This is an optimization exercise on Yosys and OpenROAD, whose aim is small area, a short achievable clock period and few clock cycles, not a production implementation.
Only simulation tests tie the RTL to the original design; equivalence was not proved.

==> inputs of lagoon <==
## rv_core
module rv_core (
    input  wire                         clk,
    input  wire                         rst_n_i,
    input  wire                         start_i,
    input  wire [31:0]                  start_addr_i,
    output logic [9:0]                  mem_addr_o,
    output logic                        mem_we_o,
    output logic [31:0]                 mem_wdata_o,
    input  wire [31:0]                  mem_rdata_i,
    output logic [31:0]                 peek_pc_o,
    output logic [31:0]                 peek_ir_o,
    output logic                        paused_o
);
Settings: LEC_CHECK=0, CAP_MARGIN=20, CORE_MARGIN=2, CORE_UTILIZATION=40, SLEW_MARGIN=20; clock period 10.0 ns.
run.sh (not shown) runs the stock make flow with config.mk's settings and CLKGATE_MAP_FILE= SYNTH_SCRIPT=/design/flow/synth_recipe.tcl, a recipe that flattens the netlist after the stock synthesis.
==> zinc: changes against lagoon <==
--- a/flow/design.v
+++ b/flow/design.v
@@ -41,17 +41,22 @@
     logic        idle_q;
     logic [9:0]  fa_q;         
     logic [11:0] pcf_q;        
     logic        port_f_q;     
     logic        d_valid_q;    
+    logic        d_btb_q;      
+    logic [1:0]  btb_v_q;
+    logic [11:0] btb_pc_q [2];
+    logic [11:0] btb_tgt_q [2];
+    logic        btb_lru_q;    
     logic [11:0] d_pc_q;
     logic [31:0] ir_q;         
     logic        r_valid_q;
     logic        r_pred_q;
     logic        e_valid_q;
     logic [31:0] e_a_q, e_b_q, e_opb_q;
-    logic [4:0]  e_rd_q, e_rs1_q, e_rs2_q;
+    logic [4:0]  e_rd_q;
     logic        e_wr_q, e_jal_q, e_br_q, e_bne_q, e_ld_q, e_st_q, e_reg_q, e_pred_q;
     logic        e_add_q, e_sub_q, e_xor_q, e_or_q, e_and_q, e_pass_q, e_link_q;
     logic [31:0] npc_q;        
     logic        we_q;
     logic [31:0] wd_q;
@@ -59,17 +64,19 @@
     logic [4:0]  ldp_rd_q, ldwb_rd_q;
     logic [31:0] rf [1:31];
     logic [31:0] rv_q;         
     logic [31:0] w;
     logic        d_is_jal, d_is_bb, d_pred;
-    logic [11:0] d_imm, d_tgt;
+    logic [11:0] d_tgt;
     assign w        = mem_rdata_i;
     assign d_is_jal = (w[6:0] == 7'b1101111);
     assign d_is_bb  = (w[6:0] == 7'b1100011) && (w[14:13] == 2'b00) && w[31];
-    assign d_imm    = d_is_jal ? {w[20], w[30:21], 1'b0} : {w[7], w[30:25], w[11:8], 1'b0};
-    assign d_tgt    = d_pc_q + d_imm;
-    assign d_pred   = d_valid_q && (d_is_jal || d_is_bb);
+    logic [11:0] d_tgt_j, d_tgt_b;
+    rv_add #(.W(12)) u_dtgt_j (.a(d_pc_q), .b({w[20], w[30:21], 1'b0}), .cin(1'b0), .s(d_tgt_j));
+    rv_add #(.W(12)) u_dtgt_b (.a(d_pc_q), .b({w[7], w[30:25], w[11:8], 1'b0}), .cin(1'b0), .s(d_tgt_b));
+    assign d_tgt    = w[2] ? d_tgt_j : d_tgt_b;
+    assign d_pred   = d_valid_q && (d_is_jal || d_is_bb) && !d_btb_q;
     logic [6:0]  opc;
     logic [2:0]  f3;
     logic [6:0]  f7;
     logic [4:0]  r_rd, r_rs1, r_rs2;
     logic        f3_alu;
@@ -97,29 +104,35 @@
         else if (c_jal) r_imm = {{11{ir_q[31]}}, ir_q[31], ir_q[19:12], ir_q[20], ir_q[30:21], 1'b0};
         else if (c_lui) r_imm = {ir_q[31:12], 12'b0};
         else            r_imm = {{20{ir_q[31]}}, ir_q[31:20]};
     end
     logic        ex, taken, mispred, loaduse, e_kill, e_wen;
-    logic [31:0] opb_x, sum, link, tgt, res;
+    logic [31:0] sum, link, tgt, res;
     logic [11:0] e_tgt;
     assign ex    = e_valid_q && !ldwb_q;
-    assign opb_x = e_sub_q ? ~e_opb_q : e_opb_q;
-    assign sum   = e_a_q + opb_x + {31'b0, e_sub_q};
-    assign link  = npc_q + 32'd4;
-    assign tgt   = npc_q + e_opb_q;
+    rv_add #(.W(32)) u_sum (.a(e_a_q), .b(e_opb_q), .cin(e_sub_q), .s(sum));
+    rv_inc #(.W(30)) u_link (.a(npc_q[31:2]), .s(link[31:2]));
+    assign link[1:0] = npc_q[1:0];
+    rv_add #(.W(32)) u_tgt (.a(npc_q), .b(e_opb_q), .cin(1'b0), .s(tgt));
     assign res   = ({32{e_add_q}}  & sum) |
                    ({32{e_xor_q}}  & (e_a_q ^ e_opb_q)) |
                    ({32{e_or_q}}   & (e_a_q | e_opb_q)) |
                    ({32{e_and_q}}  & (e_a_q & e_opb_q)) |
                    ({32{e_pass_q}} & e_opb_q) |
                    ({32{e_link_q}} & link);
     assign taken   = e_jal_q || (e_br_q && ((e_a_q == e_b_q) ^ e_bne_q));
     assign mispred = (e_jal_q || e_br_q) && (taken != e_pred_q);
-    assign loaduse = e_ld_q && (e_rd_q != 5'd0) && r_valid_q && !c_halt &&
-                     ((r_rs1 == e_rd_q) || (r_rs2 == e_rd_q));
+    logic r_use1, r_use2, r_kill;
+    assign r_use1  = c_imm || c_reg || c_br || c_ld || c_st;
+    assign r_use2  = c_reg || c_br || c_st;
+    assign loaduse = e_ld_q && (e_rd_q != 5'd0) && r_valid_q &&
+                     ((r_use1 && (r_rs1 == e_rd_q)) || (r_use2 && (r_rs2 == e_rd_q)));
     assign e_kill  = ex && (mispred || loaduse);
-    assign e_tgt   = (mispred && taken) ? tgt[11:0] : link[11:0];
+    assign r_kill  = !e_kill && r_move && ldp_q && r_valid_q &&
+                     ((r_use1 && (r_rs1 == ldp_rd_q)) || (r_use2 && (r_rs2 == ldp_rd_q)));
+    assign e_tgt   = e_kill ? ((mispred && taken) ? tgt[11:0] : link[11:0])
+                            : (!ex ? npc_q[11:0] : taken ? tgt[11:0] : link[11:0]);
     assign e_wen   = ex && e_wr_q;
     logic [31:0] rf1, rf2, a_n, b_n;
     logic        byp1, byp2;
     assign rf1  = (r_rs1 != 5'd0 && rv_q[r_rs1]) ? rf[r_rs1] : 32'd0;
     assign rf2  = (r_rs2 != 5'd0 && rv_q[r_rs2]) ? rf[r_rs2] : 32'd0;
@@ -144,48 +157,64 @@
         end else if (rf_we) begin
             rv_q[rf_wa] <= 1'b1;
         end
     end
     logic        r_hold_halt, halt_go, r_move;
-    logic [11:0] seq, nf;
+    logic [11:0] seq;
     assign r_hold_halt = r_valid_q && c_halt;
     assign halt_go     = !idle_q && r_hold_halt && !e_valid_q;
     assign r_move      = !idle_q && !ldwb_q && !r_hold_halt;
-    assign seq = port_f_q ? {pcf_q[11:2] + 10'd1, pcf_q[1:0]} : pcf_q;
-    assign nf  = e_kill ? e_tgt : (d_pred ? d_tgt : seq);
+    logic [9:0] pcf_inc;
+    rv_inc #(.W(10)) u_seq (.a(pcf_q[11:2]), .s(pcf_inc));
+    logic btb_hit0, btb_hit1, btb_hit;
+    assign btb_hit0 = btb_v_q[0] && (pcf_q == btb_pc_q[0]);
+    assign btb_hit1 = btb_v_q[1] && (pcf_q == btb_pc_q[1]);
+    assign btb_hit  = btb_hit0 || btb_hit1;
+    assign seq = port_f_q ? (btb_hit0 ? btb_tgt_q[0] : btb_hit1 ? btb_tgt_q[1] : {pcf_inc, pcf_q[1:0]})
+                          : pcf_q;
+    logic       d_take, e_mem;
+    logic [11:0] nf_e;
+    logic [9:0]  fa_e;
+    assign d_take = d_pred && !e_kill && !r_kill;
+    assign e_mem  = ex && (e_ld_q || e_st_q);
+    assign nf_e   = (e_kill || r_kill) ? e_tgt : seq;
+    assign fa_e   = e_mem ? sum[11:2] : nf_e[11:2];
     always_ff @(posedge clk) begin
         if (!rst_n_i) begin
             idle_q    <= 1'b1;
             port_f_q  <= 1'b0;
             d_valid_q <= 1'b0;
             r_valid_q <= 1'b0;
             e_valid_q <= 1'b0;
             we_q      <= 1'b0;
+            btb_v_q   <= 2'b00;
             ldp_q     <= 1'b0;
             ldwb_q    <= 1'b0;
         end else begin
             ldp_q  <= ex && e_ld_q && (e_rd_q != 5'd0);
             ldwb_q <= ldp_q && !(e_wen && (e_rd_q == ldp_rd_q));
             we_q   <= ex && e_st_q;
+            if (d_pred) btb_v_q[btb_lru_q] <= 1'b1;
             if (idle_q) begin
                 port_f_q  <= start_i;
+                if (start_i) btb_v_q <= 2'b00;
                 d_valid_q <= 1'b0;
                 r_valid_q <= 1'b0;
                 e_valid_q <= 1'b0;
                 if (start_i) idle_q <= 1'b0;
             end else begin
                 port_f_q  <= !(ex && (e_ld_q || e_st_q));
-                d_valid_q <= port_f_q && !e_kill && !d_pred && !halt_go;
+                d_valid_q <= port_f_q && !e_kill && !r_kill && !d_pred && !halt_go;
                 if (halt_go) begin
                     idle_q    <= 1'b1;
                     r_valid_q <= 1'b0;
                     e_valid_q <= 1'b0;
                 end else begin
-                    if (e_kill)       r_valid_q <= 1'b0;
+                    if (e_kill || r_kill) r_valid_q <= 1'b0;
                     else if (r_move)  r_valid_q <= d_valid_q;
                     if (ldwb_q)       e_valid_q <= e_valid_q;
-                    else if (e_kill)  e_valid_q <= 1'b0;
+                    else if (e_kill || r_kill) e_valid_q <= 1'b0;
                     else              e_valid_q <= r_valid_q && !c_halt;
                 end
             end
         end
     end
@@ -195,40 +224,40 @@
                 fa_q  <= start_addr_i[11:2];
                 pcf_q <= start_addr_i[11:0];
                 npc_q <= start_addr_i;
             end
         end else begin
-            pcf_q <= nf;
-            if (ex && (e_ld_q || e_st_q)) fa_q <= sum[11:2];
-            else                          fa_q <= nf[11:2];
+            pcf_q <= d_take ? d_tgt : nf_e;
+            fa_q  <= (d_take && !e_mem) ? d_tgt[11:2] : fa_e;
             if (ex) npc_q <= taken ? tgt : link;
         end
-        d_pc_q <= pcf_q;
+        d_pc_q  <= pcf_q;
+        d_btb_q <= port_f_q && btb_hit;
+        if (d_pred) begin
+            btb_pc_q[btb_lru_q]  <= d_pc_q;
+            btb_tgt_q[btb_lru_q] <= d_tgt;
+        end
+        if (d_pred)                   btb_lru_q <= !btb_lru_q;
+        else if (port_f_q && btb_hit) btb_lru_q <= btb_hit0;
     end
     always_ff @(posedge clk) begin
         ldp_rd_q  <= e_rd_q;
         ldwb_rd_q <= ldp_rd_q;
-        if (ex && e_st_q) wd_q <= e_b_q;
+        wd_q      <= e_b_q;
     end
     always_ff @(posedge clk) begin
         if (r_move) begin
             ir_q     <= mem_rdata_i;
             r_pred_q <= d_is_jal || d_is_bb;
         end
     end
     always_ff @(posedge clk) begin
-        if (ldwb_q) begin
-            if (e_rs1_q == ldwb_rd_q) e_a_q <= mem_rdata_i;
-            if (e_rs2_q == ldwb_rd_q) e_b_q <= mem_rdata_i;
-            if (e_reg_q && e_rs2_q == ldwb_rd_q) e_opb_q <= mem_rdata_i;
-        end else if (r_move) begin
+        if (r_move) begin
             e_a_q    <= a_n;
             e_b_q    <= b_n;
-            e_opb_q  <= c_reg ? b_n : r_imm;
+            e_opb_q  <= c_reg ? (f7[5] ? ~b_n : b_n) : r_imm;
             e_rd_q   <= r_rd;
-            e_rs1_q  <= r_rs1;
-            e_rs2_q  <= r_rs2;
             e_wr_q   <= (c_imm || c_reg || c_lui || c_jal) && (r_rd != 5'd0);
             e_jal_q  <= c_jal;
             e_br_q   <= c_br;
             e_bne_q  <= f3[0];
             e_ld_q   <= c_ld;
@@ -249,6 +278,56 @@
     assign mem_wdata_o = wd_q;
     assign paused_o    = idle_q;
     assign peek_pc_o   = npc_q;
     assign peek_ir_o   = ir_q;
 endmodule
+module rv_add #(
+    parameter int W = 32
+) (
+    input  wire [W-1:0] a,
+    input  wire [W-1:0] b,
+    input  wire         cin,
+    output logic [W-1:0] s
+);
+    logic [W-1:0] g, p, gn, pn, x;
+    always_comb begin
+        x = a ^ b;
+        g = a & b;
+        p = x;
+        g[0] = g[0] | (p[0] & cin);
+        for (int l = 0; (1 << l) < W; l++) begin
+            gn = g;
+            pn = p;
+            for (int i = 0; i < W; i++) begin
+                if (((i >> l) & 1) == 1) begin
+                    gn[i] = g[i] | (p[i] & g[((i >> l) << l) - 1]);
+                    pn[i] = p[i] & p[((i >> l) << l) - 1];
+                end
+            end
+            g = gn;
+            p = pn;
+        end
+        s = x ^ {g[W-2:0], cin};
+    end
+endmodule
+module rv_inc #(
+    parameter int W = 30
+) (
+    input  wire [W-1:0] a,
+    output logic [W-1:0] s
+);
+    logic [W-1:0] p, pn;
+    always_comb begin
+        p = a;
+        for (int l = 0; (1 << l) < W; l++) begin
+            pn = p;
+            for (int i = 0; i < W; i++) begin
+                if (((i >> l) & 1) == 1) begin
+                    pn[i] = p[i] & p[((i >> l) << l) - 1];
+                end
+            end
+            p = pn;
+        end
+        s = a ^ {p[W-2:0], 1'b1};
+    end
+endmodule
 `default_nettype wire
==> flow/flow/run.sh (new file) <==
#!/bin/bash
set -euo pipefail
bash standard.sh SETUP_SLACK_MARGIN=6.3 finish > standard_flow.log 2>&1
==> flow/standard.sh (new file) <==
#!/bin/bash
# synth_recipe.tcl (not shown) runs the flow's synth.tcl, then flattens the netlist and writes it again
# the make line also repeats each setting of config.mk as NAME=value (left out here)
make -C /OpenROAD-flow-scripts/flow DESIGN_CONFIG=/design/flow/config.mk WORK_HOME=/design/flow/orfs CLKGATE_MAP_FILE= SYNTH_SCRIPT=/design/flow/synth_recipe.tcl "${@:-finish}"
removed: flow/run.sh
==> results_dict.tcl <==
set metrics [dict create \
    status "complete, no violations" \
    pwr.group.combinational_w 0.00195 \
    worst-path-max-fanout 7 \
    yosys-top-cells-area "edfxtp_1, mux4_2, mux2i_1" \
    gp_congestion 0.942 \
    worst_pin_slew_ps 1110 \
    sh_seq_area_pct 50.4 \
    ir_drop_mv 0.176 \
    placed_cell_area_mm2 0.0720 \
    drt-initial-drc-count 5618 \
]
(the above is from lagoon)
==> results_dict.tcl <==
set metrics [dict create \
    status "complete, no violations" \
    placed_cell_area_mm2 0.0723 \
    ir_drop_mv 0.176 \
    pwr.group.combinational_w 0.00228 \
    worst_pin_slew_ps 1130 \
    yosys-top-cells-area "edfxtp_1, mux4_2, dfxtp_1" \
    worst-path-max-fanout 8 \
    gp_congestion 0.939 \
]
(the above is from zinc)
Testbench counts of lagoon, summed over its fixed seeds: cycles 23,067.
Testbench counts of zinc, summed over its fixed seeds: cycles 21,509.

-- afterwards: timing with drivers on the ports --
Ports are ideal in the flow. The routed layouts listed here were re-timed in OpenROAD.
Step 1 assumes that a clkbuf_16 drives the clock port and a buf_2 every other input.
Step 2 times the ports against the registers' clock, not the clock port: input delays grow and output delays shrink by t, the midpoint of the rising clock arrivals with the driver on.
Three values: no drivers, after step 1, after step 2; two values: the first two.
run | shift t [ns] | slack for setup (ns) | worst setup path after step 2 | clock arrival spread, ns | worst data-port slew with drivers (ns)
lagoon | 0.881 | 4.394 / 4.459 / 3.578 | input to register | 0.041 / 0.042 | 0.13
zinc | 0.878 | 6.161 / 6.161 / 5.399 | input to register | 0.033 / 0.034 | 0.06
After both steps setup and hold are still met in every run listed. For lagoon, which loses most, drivers alone change the setup slack by +0.065 ns; drivers and shift together by -0.816 ns.
